This is an optimization exercise on Yosys and OpenROAD, whose aim is small area, a short achievable clock period and few clock cycles per item, not a production implementation. No run shown here included a check of the RTL's function; only the layout flow was run. The flow treats the clock pin as an ideal source, which a real chip does not have. No activity file was given, so power comes from the tool's default toggle rates.

--- design.v ---
package afu_region_pkg;
   typedef enum logic [1:0] {
      OP_READ  = 2'd0,
      OP_WRITE = 2'd1
   } afu_op_e;
   typedef enum logic [1:0] {
      RSP_OK      = 2'd0,
      RSP_BAD_PID = 2'd1,
      RSP_BAD_OP  = 2'd2
   } afu_status_e;
   typedef enum logic [1:0] {
      HS_IDLE      = 2'd0,
      HS_BUSY      = 2'd1,
      HS_ACK       = 2'd2,
      HS_WAIT_DROP = 2'd3
   } afu_hs_state_e;
endpackage
`timescale 1ns/1ns
module afu_null_port (
   input  logic                   i_clk,
   input  logic                   i_arst_n,
   input  logic                   i_wr,
   input  logic                   i_rd,
   input  logic [4-1:0] i_addr,
   input  logic [64-1:0] i_wdata_q,
   output logic [64-1:0] o_scratch,
   output logic                   o_scr_sel,    
   output logic                   o_hdr_sel     
);
   logic scr_wr_q;
   logic scr_vld;
   always_ff @(posedge i_clk or negedge i_arst_n) begin
      if (!i_arst_n) begin
         scr_wr_q <= 1'b0;
         scr_vld  <= 1'b0;
      end else begin
         scr_wr_q <= i_wr && (i_addr == 4'h1);
         if (scr_wr_q) scr_vld <= 1'b1;
      end
   end
   always_ff @(posedge i_clk) begin
      if (scr_wr_q) o_scratch <= i_wdata_q;
   end
   assign o_hdr_sel = i_rd && (i_addr == 4'h0);
   assign o_scr_sel = i_rd && (i_addr == 4'h1) && scr_vld;
endmodule
`timescale 1ns/1ns
module afu_lb_port (
   input  logic                   i_clk,
   input  logic                   i_arst_n,
   input  logic                   i_wr,
   input  logic                   i_rd,
   input  logic [4-1:0] i_addr,
   input  logic [64-1:0] i_wdata_q,
   output logic [4*64-1:0] o_buf,    
   output logic [16-1:0] o_cnt,
   output logic [4-1:0] o_buf_sel,  
   output logic                   o_cnt_sel     
);
   logic [4-1:0] buf_wr_q;
   logic [4-1:0] buf_vld;
   logic                     cnt_wr_q;
   always_ff @(posedge i_clk or negedge i_arst_n) begin
      if (!i_arst_n) begin
         buf_wr_q <= '0;
         buf_vld  <= '0;
         cnt_wr_q <= 1'b0;
         o_cnt    <= '0;
      end else begin
         for (int i = 0; i < 4; i++) begin
            buf_wr_q[i] <= i_wr && (i_addr == 4'(i));
            if (buf_wr_q[i]) buf_vld[i] <= 1'b1;
         end
         cnt_wr_q <= i_wr;
         if (cnt_wr_q) o_cnt <= o_cnt + 1'b1;
      end
   end
   always_ff @(posedge i_clk) begin
      for (int i = 0; i < 4; i++) begin
         if (buf_wr_q[i]) o_buf[i*64 +: 64] <= i_wdata_q;
      end
   end
   for (genvar i = 0; i < 4; i++) begin : gen_sel
      assign o_buf_sel[i] = i_rd && (i_addr == 4'(i)) && buf_vld[i];
   end
   assign o_cnt_sel = i_rd && (i_addr == 4'h4);
endmodule
`timescale 1ns/1ns
module afu_req_decode (
   input  logic                   i_clk,
   input  logic                   i_arst_n,
   input  logic                   i_req,
   input  logic [3-1:0]  i_req_pid,
   input  logic [1:0]             i_req_op,
   input  logic [64-1:0] i_req_wdata,
   output logic [5-1:0] o_wr,    
   output logic [5-1:0] o_rd,    
   output logic [64-1:0] o_wdata_q,  
   output logic                   o_ack,
   output afu_region_pkg::afu_status_e o_status
);
   logic take;
   logic op_ok;
   assign take  = i_req && !o_ack;
   assign op_ok = !i_req_op[1];
   for (genvar p = 0; p < 5; p++) begin : gen_port
      assign o_wr[p] = take && op_ok && i_req_op[0] && (i_req_pid == 3'(p));
      assign o_rd[p] = op_ok && !i_req_op[0] && (i_req_pid == 3'(p));
   end
   always_ff @(posedge i_clk or negedge i_arst_n) begin
      if (!i_arst_n) o_ack <= 1'b0;
      else           o_ack <= i_req;
   end
   always_ff @(posedge i_clk) begin
      if (i_req_pid >= 3'(5)) o_status <= afu_region_pkg::RSP_BAD_PID;
      else if (!op_ok)                              o_status <= afu_region_pkg::RSP_BAD_OP;
      else                                          o_status <= afu_region_pkg::RSP_OK;
      o_wdata_q <= i_req_wdata;
   end
endmodule
`timescale 1ns/1ns
module afu_port_execute (
   input  logic                   i_clk,
   input  logic                   i_arst_n,
   input  logic [5-1:0] i_wr,
   input  logic [5-1:0] i_rd,
   input  logic [4-1:0] i_addr,
   input  logic [64-1:0] i_wdata_q,
   output logic [2*4*64-1:0] o_word,
   output logic [2*4-1:0] o_word_sel,
   output logic [16-1:0] o_cnt,
   output logic                   o_cnt_sel,
   output logic [5-1:0] o_hdr_sel      
);
   for (genvar p = 0; p < 5; p++) begin : gen_port
      if (p == 1) begin : gen_lb
         afu_lb_port u_lb (
            .i_clk     (i_clk),
            .i_arst_n  (i_arst_n),
            .i_wr      (i_wr[p]),
            .i_rd      (i_rd[p]),
            .i_addr    (i_addr),
            .i_wdata_q (i_wdata_q),
            .o_buf     (o_word[4*64 +: 4*64]),
            .o_cnt     (o_cnt),
            .o_buf_sel (o_word_sel[4 +: 4]),
            .o_cnt_sel (o_cnt_sel)
         );
         assign o_hdr_sel[p] = 1'b0;
      end else begin : gen_null
         localparam int S = (p == 0) ? 0 : p - 1;
         afu_null_port u_null (
            .i_clk     (i_clk),
            .i_arst_n  (i_arst_n),
            .i_wr      (i_wr[p]),
            .i_rd      (i_rd[p]),
            .i_addr    (i_addr),
            .i_wdata_q (i_wdata_q),
            .o_scratch (o_word[S*64 +: 64]),
            .o_scr_sel (o_word_sel[S]),
            .o_hdr_sel (o_hdr_sel[p])
         );
      end
   end
endmodule
`timescale 1ns/1ns
module afu_rsp_result (
   input  logic                   i_clk,
   input  logic [2*4*64-1:0] i_word,    
   input  logic [2*4-1:0] i_word_sel,
   input  logic [16-1:0] i_cnt,
   input  logic                   i_cnt_sel,
   input  logic [5-1:0] i_hdr_sel,
   output logic [64-1:0] o_rdata
);
   logic [64-1:0] rdata;
   always_comb begin
      rdata = {{(64-16){1'b0}}, i_cnt & {16{i_cnt_sel}}};
      for (int k = 0; k < 2*4; k++)
         rdata = rdata | (i_word[k*64 +: 64] & {64{i_word_sel[k]}});
      for (int p = 0; p < 5; p++)
         rdata = rdata | ({{(64-16){1'b0}}, 4'(p), 12'h014} & {64{i_hdr_sel[p]}});
   end
   always_ff @(posedge i_clk) begin
      o_rdata <= rdata;
   end
endmodule
`timescale 1ns/1ns
module afu_region_top (
   input  logic                   i_clk,
   input  logic                   i_arst_n,
   input  logic                   i_req,
   input  logic [3-1:0]  i_req_pid,
   input  logic [1:0]             i_req_op,
   input  logic [4-1:0] i_req_addr,
   input  logic [64-1:0] i_req_wdata,
   output logic                   o_ack,
   output logic [64-1:0] o_rsp_rdata,
   output afu_region_pkg::afu_status_e            o_rsp_status
);
   logic [5-1:0] dec_wr;
   logic [5-1:0] dec_rd;
   logic                      dec_ack;
   afu_region_pkg::afu_status_e dec_status;
   logic [64-1:0]    dec_wdata_q;
   logic [2*4*64-1:0] exe_word;
   logic [2*4-1:0] exe_word_sel;
   logic [16-1:0]  exe_cnt;
   logic                      exe_cnt_sel;
   logic [5-1:0] exe_hdr_sel;
   afu_req_decode u_decode (
      .i_clk       (i_clk),
      .i_arst_n    (i_arst_n),
      .i_req       (i_req),
      .i_req_pid   (i_req_pid),
      .i_req_op    (i_req_op),
      .i_req_wdata (i_req_wdata),
      .o_wr        (dec_wr),
      .o_rd        (dec_rd),
      .o_wdata_q   (dec_wdata_q),
      .o_ack       (dec_ack),
      .o_status    (dec_status)
   );
   afu_port_execute u_execute (
      .i_clk      (i_clk),
      .i_arst_n   (i_arst_n),
      .i_wr       (dec_wr),
      .i_rd       (dec_rd),
      .i_addr     (i_req_addr),
      .i_wdata_q  (dec_wdata_q),
      .o_word     (exe_word),
      .o_word_sel (exe_word_sel),
      .o_cnt      (exe_cnt),
      .o_cnt_sel  (exe_cnt_sel),
      .o_hdr_sel  (exe_hdr_sel)
   );
   afu_rsp_result u_result (
      .i_clk      (i_clk),
      .i_word     (exe_word),
      .i_word_sel (exe_word_sel),
      .i_cnt      (exe_cnt),
      .i_cnt_sel  (exe_cnt_sel),
      .i_hdr_sel  (exe_hdr_sel),
      .o_rdata    (o_rsp_rdata)
   );
   assign o_ack        = dec_ack;
   assign o_rsp_status = dec_status;
endmodule
--- run.sh ---
#!/bin/bash
# synth_recipe.tcl (not shown) runs the flow's synth.tcl, then flattens the netlist and writes it again
# the make line also repeats each setting of config.mk as NAME=value (left out here)
make -C /OpenROAD-flow-scripts/flow DESIGN_CONFIG=/design/flow/config.mk WORK_HOME=/design/flow/orfs CLKGATE_MAP_FILE= SYNTH_SCRIPT=/design/flow/synth_recipe.tcl finish
--- config.mk ---
export PLATFORM = sky130hd
export DESIGN_NAME = afu_region_top
export DESIGN_NICKNAME = afu_region_top
export VERILOG_FILES = /design/flow/design.v
export SDC_FILE = /design/flow/constraint.sdc
export NUM_CORES = 4
export LEC_CHECK = 0
export CAP_MARGIN = 20
export CORE_MARGIN = 2
export CORE_UTILIZATION = 65
export CTS_CLUSTER_DIAMETER = 100
export CTS_CLUSTER_SIZE = 30
export PLACE_DENSITY = 0.75
export SETUP_SLACK_MARGIN = 2.1
export SLEW_MARGIN = 20
export SYNTH_HIERARCHICAL = 1
--- constraint.sdc ---
create_clock -name core_clock -period 4.0 [get_ports {i_clk}]
set_input_delay 0.8000 -clock core_clock [delete_from_list [all_inputs] [get_ports {i_clk}]]
set_output_delay 0.8000 -clock core_clock [all_outputs]
set_load 0.01 [all_outputs]
==> results of run 1 <==
==> state kept, by name, indices dropped and copies added, names as in the netlist <==
name                                          cells
u_decode.o_wdata_q                               64
u_execute.gen_port.gen_lb.u_lb.o_buf            256
u_decode.o_ack                                    1
u_decode.o_status                                 2
u_execute.gen_port.gen_lb.u_lb.buf_vld            4
u_execute.gen_port.gen_lb.u_lb.o_cnt             16
u_execute.gen_port.gen_null.u_null.o_scratch    256
u_result.o_rdata                                 64
u_execute.gen_port.gen_lb.u_lb.cnt_wr_q           1
u_execute.gen_port.gen_null.u_null.scr_vld        4
u_execute.gen_port.gen_lb.u_lb.buf_wr_q           4
u_execute.gen_port.gen_null.u_null.scr_wr_q       4
==> placed cells by master (no fill, tap or decap), types with 20 or more instances in the layout <==
| cell type | n |
|---|---|
| buf_6 | 20 |
| clkbuf_16 | 30 |
| nand4_1 | 53 |
| a22oi_1 | 211 |
| dfrtp_1 | 26 |
| clkbuf_1 | 20 |
| edfxtp_1 | 512 |
| dfxtp_2 | 36 |
| clkdlybuf4s50_1 | 66 |
| buf_4 | 35 |
| buf_2 | 57 |
| dfxtp_1 | 94 |
| nand3_1 | 20 |
==> metrics by stage <==
stage / utilization / hold slack, ns / worst slack (ns)
final: 0.762 / 0.421 / 2.04
after global routing: 0.762 / 0.403 / 2.07
after CTS: 0.752 / 0.481 / 2.08
after detailed placement: 0.723 / 0.453 / 0.669
after global placement: 0.723 / 0.446 / 0.743
after floorplan: - / 0.430 / 1.90
==> cell usage after synthesis (all sizes together), types with 2 or more instances <==
| cell | count | area share |
|---|---|---|
| nand2b | 2 | 0.00056 |
| dfrtp | 34 | 0.038 |
| or2 | 8 | 0.0022 |
| clkbuf | 6 | 0.0010 |
| xor2 | 6 | 0.0024 |
| edfxtp | 512 | 0.69 |
| and4b | 2 | 0.00090 |
| a22o | 16 | 0.0063 |
| a222oi | 13 | 0.0058 |
| nand4 | 54 | 0.015 |
| buf | 53 | 0.013 |
| and4 | 5 | 0.0020 |
| and3b | 4 | 0.0018 |
| a221oi | 16 | 0.0080 |
| or3 | 2 | 0.0010 |
| dfxtp | 130 | 0.12 |
| nor2 | 12 | 0.0020 |
| nor3 | 10 | 0.0036 |
| inv | 3 | 0.00050 |
| xnor2 | 9 | 0.0035 |
| nor4 | 4 | 0.0014 |
| a211oi | 2 | 0.00067 |
| or4 | 2 | 0.00067 |
| nand3 | 20 | 0.0045 |
| nor3b | 2 | 0.00067 |
| and3 | 8 | 0.0025 |
| a22oi | 211 | 0.071 |
| nand2 | 6 | 0.0010 |
==> worst paths after layout <==
path                                                                  end  cells after the start  slack (ns)
setup / recovery                                      u_result.o_rdata[2]                      6        2.04
hold / removal                 u_execute.gen_port[1].gen_lb.u_lb.cnt_wr_q                      2        0.42
setup reg to reg                                                flip-flop                      1        2.17
hold reg to reg                                      u_result.o_rdata[41]                      2        0.47
max in group asynchronous  u_execute.gen_port[3].gen_null.u_null.scr_wr_q                      2        2.70
min in group asynchronous   u_execute.gen_port[4].gen_null.u_null.scr_vld                      1        0.56
==> modules after synthesis (local to each module, per instance), excerpt <==
module | times used | cells | area [µm²]
afu_null_port | 4 | 71 | 2010
afu_port_execute | 1 | 2 | 11.3
afu_rsp_result | 1 | 448 | 4050
afu_req_decode | 1 | 85 | 1480
afu_lb_port | 1 | 342 | 8730
==> layer usage <==
metal  vias up  share of wire  global-route usage
met5         -              0                   0
met2       671           0.49               0.456
met1      6009           0.38               0.397
met3        89          0.087              0.0317
li1       5121              -                   -
met4         0          0.034              0.0900
==> power breakdown <==
group / internal, mW / total, mW / switching [mW]
registers: 7.57 / 7.65 / 0.0792
logic: 0.0860 / 0.148 / 0.0622
clock network: 1.30 / 3.25 / 1.95
total: 8.96 / 11.0 / 2.09
==> layout make-up <==
class	count	area, µm²
well taps	448	561
clock inverters	1	16.3
flip-flops and latches	676	18900
repair buffers	207	2000
multi-input cells	430	3420
fillers	1917	8040
clock buffers	47	751
inverters	3	18.8
==> repair_timing <==
item,CTS,global route
setup buffers,25,7
setup endpoints to repair,135,73
gates resized for setup,385,36
hold buffers,0,0
pin swaps,14,9
gates cloned,8,3
==> logic make-up after synthesis <==
family | Yosys count | share of synthesized area
AOI/OAI and AO/OA | 260 | 0.0923
xor gates and xnor gates | 15 | 0.00589
adders and majority gates | 1 | 0.000560
buffers and inverters | 62 | 0.0149
DFF | 676 | 0.843
muxes | 1 | 0.000504
other | 1 | 0.000168
and+or+nand+nor | 145 | 0.0424
==> results by group, run 1 <==
Clocking
  – Clock Pin Slew Worst Setup and Hold Paths: 0.11 ns
  – Clk buf depth: 3
  – Num CTS Buffers: 26
  – Clk Latency, worst-skew pair: 0.59 ns
  – Clock sink total: 676
  – CTS root buffer: clkbuf_16
  – CTS tree: done
  – H-tree levels: 1

Setup path
  – Startpoint types: input pin
  – Worst EP required: 4.44 ns
  – Worst Path Buf+Inv: 1
  – Reg2reg start: u_execute.gen_port[4].gen_null.u_null.scr_wr_q
  – Crit path max-delay family: simple AND/OR/NAND/NOR gates
  – Crit path max fanout: 15
  – Setup CP Type: in -> reg
  – CP cell instances: buf_4, nor3_2, and3b_2, or4_1, nor2_1, nand4_1
  – CP endpoint kind: flip-flop
  – Worst Setup SP: i_req_addr[1]
  – Slowest CP cell: or4_1
  – CP max stage delay: 0.52 ns
  – Arrival @ worst endpoint: 2.40 ns

Final layout
  – Diodes inserted: 0
  – Final Cell Area: 25700 µm²
  – Area grow syn2layout: 15.0%
  – Layout cells sized above 1: 0.205
  – Final net count: 1421
  – Non-filler instance count after layout: 1812

GRT
  – Initial antenna violation count: 0
  – Total track usage: 0.277
  – Vias in the first global route: 11.8k
  – First-pass GRT wire length: 73100 µm
  – Largest net degree at the start of global routing: 66
  – Global route overflow: 0

Floorplanning
  – Number of core rows: 67
  – Initial core utilization: 0.662
  – Die Wd: 189 µm
  – Core box area: 33700 µm²
  – Die ar.: 35800 µm²
  – Top-Level Pins: 143
  – Die H: 189 µm

Synth
  – Post-synth top flop: edfxtp_1
  – Mapped cell area: 22300 µm²
  – Post-synth EDFFs: 512
  – #FFs+latches synth: 676
  – Fraction of registers with async set/reset: 0.0503
  – Total of warnings raised by yosys: 10
  – Syn_area_per_cell: 19.2 µm²
  – Mapped Cells: 1161
  – Syn Nets: 1238
  – Register area share after synthesis: 0.843
  – Distinct cells, synth: 45

Drt
  – ANT nets after route: 0
  – Average routed wire per standard cell: 27.6 µm
  – DRC: 0
  – Final WL: 49900 µm
  – DR iter-0 viols: 1345
  – DRT Pass-1 Iters: 5
  – Vias per inst: 6.56
  – Routed via count: 11.9k

Power
  – Leak Pwr: 8.60 nW
  – Maximum vdd drop: 0.000390 V
  – Final Total Pwr: 11.0 mW
  – Power per cell area: 430 nW/µm²

Timing
  – Final setup viols: 0
  – Worst-Margin Slew: 1.15 ns
  – Max Fclk: 511 MHz
  – Fin Clk Skew: 0.0270 ns
  – Pins Over Slew Limit: 0
  – RSZ-0062 raised after global routing: true
  – Hold Vio Cnt, Final: 0
  – Final TNS setup: 0 ns
  – Period minus WS final: 1.96 ns
  – Final period util: 0.490
  – Rel. slew slack: 0.235

Placed design
  – DP HPWL: 24900 µm
  – Port Buffers: 142
  – GPL Wtd Cong: 0.760
  – Placed cells: 1720
  – Post-Place Cell Area: 24400 µm²

Run
  – Max-Cap Viols: 0

Worst hold path
  – Worst Hold Class: in -> reg
  – Worst Hold Launch: i_req_pid[2]

Status
  – Status: no timing/DRC/antenna violations
==> inputs of run 2 (changes only) <==
==> flow/run.sh (new file) <==
#!/bin/bash
set -euo pipefail
here=$(cd "$(dirname "${BASH_SOURCE[0]}")" && pwd)
export BUFFER_PORTS_ARGS="-buffer_cell sky130_fd_sc_hd__buf_2"
export POST_CTS_TCL="$here/post_cts.tcl"
bash standard.sh > standard.log 2>&1
==> flow/post_cts.tcl (new file) <==
set block [ord::get_db_block]
set clk_net [$block findNet i_clk]
set removed 0
foreach it [$clk_net getITerms] {
  set inst [$it getInst]
  set master [[$inst getMaster] getName]
  if {![string match "sky130_fd_sc_hd__clkbuf_*" $master]} { continue }
  set out_net ""
  foreach oit [$inst getITerms] {
    if {[$oit isOutputSignal]} { set out_net [$oit getNet] }
  }
  if {$out_net eq ""} { continue }
  set loads {}
  set all_bufs 1
  foreach lit [$out_net getITerms] {
    if {[$lit getInst] eq $inst} { continue }
    lappend loads $lit
    if {![string match "sky130_fd_sc_hd__clkbuf_*" [[[$lit getInst] getMaster] getName]]} { set all_bufs 0 }
  }
  set port_pins [expr {[llength [$clk_net getITerms]] - 1 + [llength $loads]}]
  if {!$all_bufs || $port_pins > 4 || [llength [$out_net getBTerms]] > 0} { continue }
  puts "post_cts: removing clock root buffer [$inst getName] ($master), port now drives $port_pins pins"
  foreach lit $loads {
    $lit disconnect
    $lit connect $clk_net
  }
  $it disconnect
  odb::dbInst_destroy $inst
  odb::dbNet_destroy $out_net
  incr removed
  break
}
if {$removed} {
  estimate_parasitics -placement
  report_clock_skew
  report_worst_slack -max
  report_worst_slack -min
}
==> standard.sh (new file) <==
#!/bin/bash
# synth_recipe.tcl (not shown) runs the flow's synth.tcl, then flattens the netlist and writes it again
# the make line also repeats each setting of config.mk as NAME=value (left out here)
make -C /OpenROAD-flow-scripts/flow DESIGN_CONFIG=/design/flow/config.mk WORK_HOME=/design/flow/orfs CLKGATE_MAP_FILE= SYNTH_SCRIPT=/design/flow/synth_recipe.tcl "${@:-finish}"
removed: run.sh
==> results by group, run 2 <==
Final layout
  – Diodes inserted: 0
  – Layout cells sized above 1: 0.276
  – Final net count: 1457
  – Non-filler instance count after layout: 1848
  – Commonest non-fill, non-tap cells in the layout: edfxtp_1, a22oi_1, buf_2
  – Most common cell after layout, fill and taps aside: edfxtp_1
  – Area grow syn2layout: 17.1%
  – Sequential Area: 18900 µm²
  – Area of the multi-input gates: 3590 µm²
  – Largest regs: u_execute.gen_port.gen_null.u_null.o_scratch (256), u_execute.gen_port.gen_lb.u_lb.o_buf (256)
  – Fill cell count: 1799

GRT
  – Met1 Use GR: 0.429
  – Global route overflow: 0
  – Vias in the first global route: 11.8k
  – First-pass GRT wire length: 75700 µm
  – Met2 Usage GRT: 0.466
  – Largest net degree at the start of global routing: 66
  – Grt met3 use: 0.0458
  – Most used routing layer: met2
  – Total track usage: 0.292
  – Initial antenna violation count: 0

Synth
  – Synth top area cells: edfxtp_1, dfxtp_1, a22oi_1
  – Syn_area_per_cell: 19.2 µm²
  – Cell taking the most area after synthesis: edfxtp_1
  – Post-synth EDFFs: 512
  – Total of warnings raised by yosys: 10
  – Register area share after synthesis: 0.843
  – Distinct cells, synth: 45
  – Most instantiated cells after synthesis: edfxtp_1, a22oi_1, dfxtp_1, nand4_1, buf_2
  – Syn Nets: 1238
  – Mapped Cells: 1161
  – Post-synth top flop: edfxtp_1
  – Synth top area share: 0.689
  – #FFs+latches synth: 676
  – Fraction of registers with async set/reset: 0.0503
  – Mapped cell area: 22300 µm²
  – Most numerous cell in the Yosys netlist: edfxtp_1

Drt
  – Routed via count: 12.9k
  – DRT Pass-1 Iters: 6
  – Vias per inst: 6.96
  – ANT nets after route: 0
  – DRC: 0
  – Average routed wire per standard cell: 31.8 µm
  – Final WL: 58900 µm
  – DR iter-0 viols: 1845

Timing
  – Fin Clk Skew: 0.0213 ns
  – Worst-Margin Slew: 1.19 ns
  – Final period util: 0.534
  – Pins Over Slew Limit: 0
  – Hold Vio Cnt, Final: 0
  – Period minus WS final: 2.14 ns
  – Min Hold Slack: 0.432 ns
  – RSZ-0062 raised after global routing: true
  – Rel. slew slack: 0.207
  – Max Fclk: 468 MHz
  – Final TNS setup: 0 ns
  – Final setup viols: 0

Setup path
  – Crit path max-delay family: simple AND/OR/NAND/NOR gates
  – Arrival @ worst endpoint: 2.53 ns
  – Startpoint types: input pin
  – Setup CP Type: in -> reg
  – Worst Path Buf+Inv: 3
  – Worst EP required: 4.39 ns
  – Reg2reg start: u_execute.gen_port[2].gen_null.u_null.scr_wr_q
  – Worst Reg-to-Reg Cells: 1
  – Slowest CP cell: or3_4
  – CP max stage delay: 0.43 ns
  – CP cell instances: buf_12, or3_4, nor2_4, buf_4, and4_4, clkbuf_16, a22oi_1, nand4_1
  – Crit path max fanout: 6
  – CP endpoint kind: flip-flop
  – Flop2flop setup slack: 2.13 ns
  – Worst Setup SP: i_req_op[1]

Floorplanning
  – Top-Level Pins: 143
  – Initial core utilization: 0.662
  – Die H: 189 µm
  – Die ar.: 35800 µm²
  – Die Wd: 189 µm
  – Number of core rows: 67
  – Core box area: 33700 µm²

Power
  – Power per cell area: 421 nW/µm²
  – Maximum vdd drop: 0.000453 V
  – Leak Pwr: 8.91 nW

Worst hold path
  – Worst Hold Class: in -> async

Placed design
  – DP HPWL: 24000 µm
  – GPL Wtd Cong: 0.767
  – Port Buffers: 142
  – Placed cells: 1711

Clocking
  – Clock sink total: 676
  – Clk Latency, worst-skew pair: 0.47 ns
  – Clock Pin Slew Worst Setup and Hold Paths: 0.11 ns
  – CTS tree: done

Status
  – Status: no timing/DRC/antenna violations

Run
  – Max-Cap Viols: 0
run 2: cell counts after synthesis:
No cell type changed its count.
run 2: per-layer routing:
layer | share of wire | vias up
met5 | 0 | -
met4 | 0.040 | 0
met3 | 0.12 | 151
met2 | 0.48 | 966
met1 | 0.37 | 6543
li1 | - | 5210
run 2: stage by stage:
step	worst slack (ns)	utilization	total power [mW]	instance area, µm²
after floorplan	1.90	-	7.80	22500
after global placement	1.14	0.700	7.89	23600
after detailed placement	1.11	0.700	7.90	23600
after global routing	1.91	0.776	11.3	26100
final	1.86	0.776	11.0	26100
run 2: kinds of logic after synthesis:
family	Yosys count	synth area share
flops	676	0.843
compound gates	260	0.0923
simple gates	145	0.0424
buf+inv	62	0.0149
xor+xnor	15	0.00589
fa+ha+maj	1	0.000560
other cells	1	0.000168
mux	1	0.000504
run 2: power breakdown:
group	total [mW]	switching, mW	internal (mW)
clock network	3.22	1.96	1.26
logic	0.122	0.0672	0.0545
registers	7.66	0.0859	7.57
run 2: layout make-up:
cell class / instances / share of cell area
clock buffers: 46 / 0.0278
clock inverters: 1 / 0.000622
inverters: 3 / 0.000526
multi-input cells: 435 / 0.137
flip-flops and latches: 676 / 0.722
well taps: 448 / 0.0214
repair buffers: 239 / 0.0903
run 2: Yosys stat by module, one instance, submodules excluded, a selection:
module,times used,cell area (µm²),flops+latches
afu_rsp_result,1,4050,64
afu_null_port,4,2010,66
afu_lb_port,1,8730,281
afu_req_decode,1,1480,67
afu_port_execute,1,11.3,0
run 2: worst max-delay path by stage:
| stage | endpoint | slack, ns | depth (start not counted) |
|---|---|---|---|
| floorplan | u_result.o_rdata[15] | 1.90 | 9 |
| global placement | u_result.o_rdata[63] | 1.14 | 7 |
| detailed placement | u_result.o_rdata[63] | 1.11 | 7 |
| global route | u_result.o_rdata[2] | 1.91 | 8 |
| finish | u_result.o_rdata[2] | 1.86 | 8 |

==> re-timing with driven ports <==
Ports are ideal in the flow. The routed layouts listed here were re-timed in OpenROAD. Step 1 (the two cells are an assumption about what drives the block):
set clk [get_ports {i_clk}]
set_driving_cell -lib_cell sky130_fd_sc_hd__clkbuf_16 $clk
set_driving_cell -lib_cell sky130_fd_sc_hd__buf_2 [delete_from_list [all_inputs] $clk]
Step 2 moves the port delays by t, midway between the first and last clock arrival at a register: inputs arrive t later, outputs are due t later. That takes back most of the time a late clock gives input paths. a / b / c = ideal ports / drivers / drivers and shift; a / b = the first two.
run | t (ns) | setup slack, ns | clock arrival spread, ns | slew at the worst register clock pin (ns) | worst data-port slew with drivers (ns)
run 1 | 0.635 | 2.042 / 2.035 / 1.402 | 0.027 / 0.027 | 0.11 / 0.11 | 0.07
run 2 | 0.517 | 1.864 / 1.886 / 1.369 | 0.032 / 0.032 | 0.12 / 0.12 | 0.06
After both steps setup and hold are still met in every run listed. For run 1, which loses most, drivers alone change the setup slack by -0.007 ns; drivers and shift together by -0.640 ns.
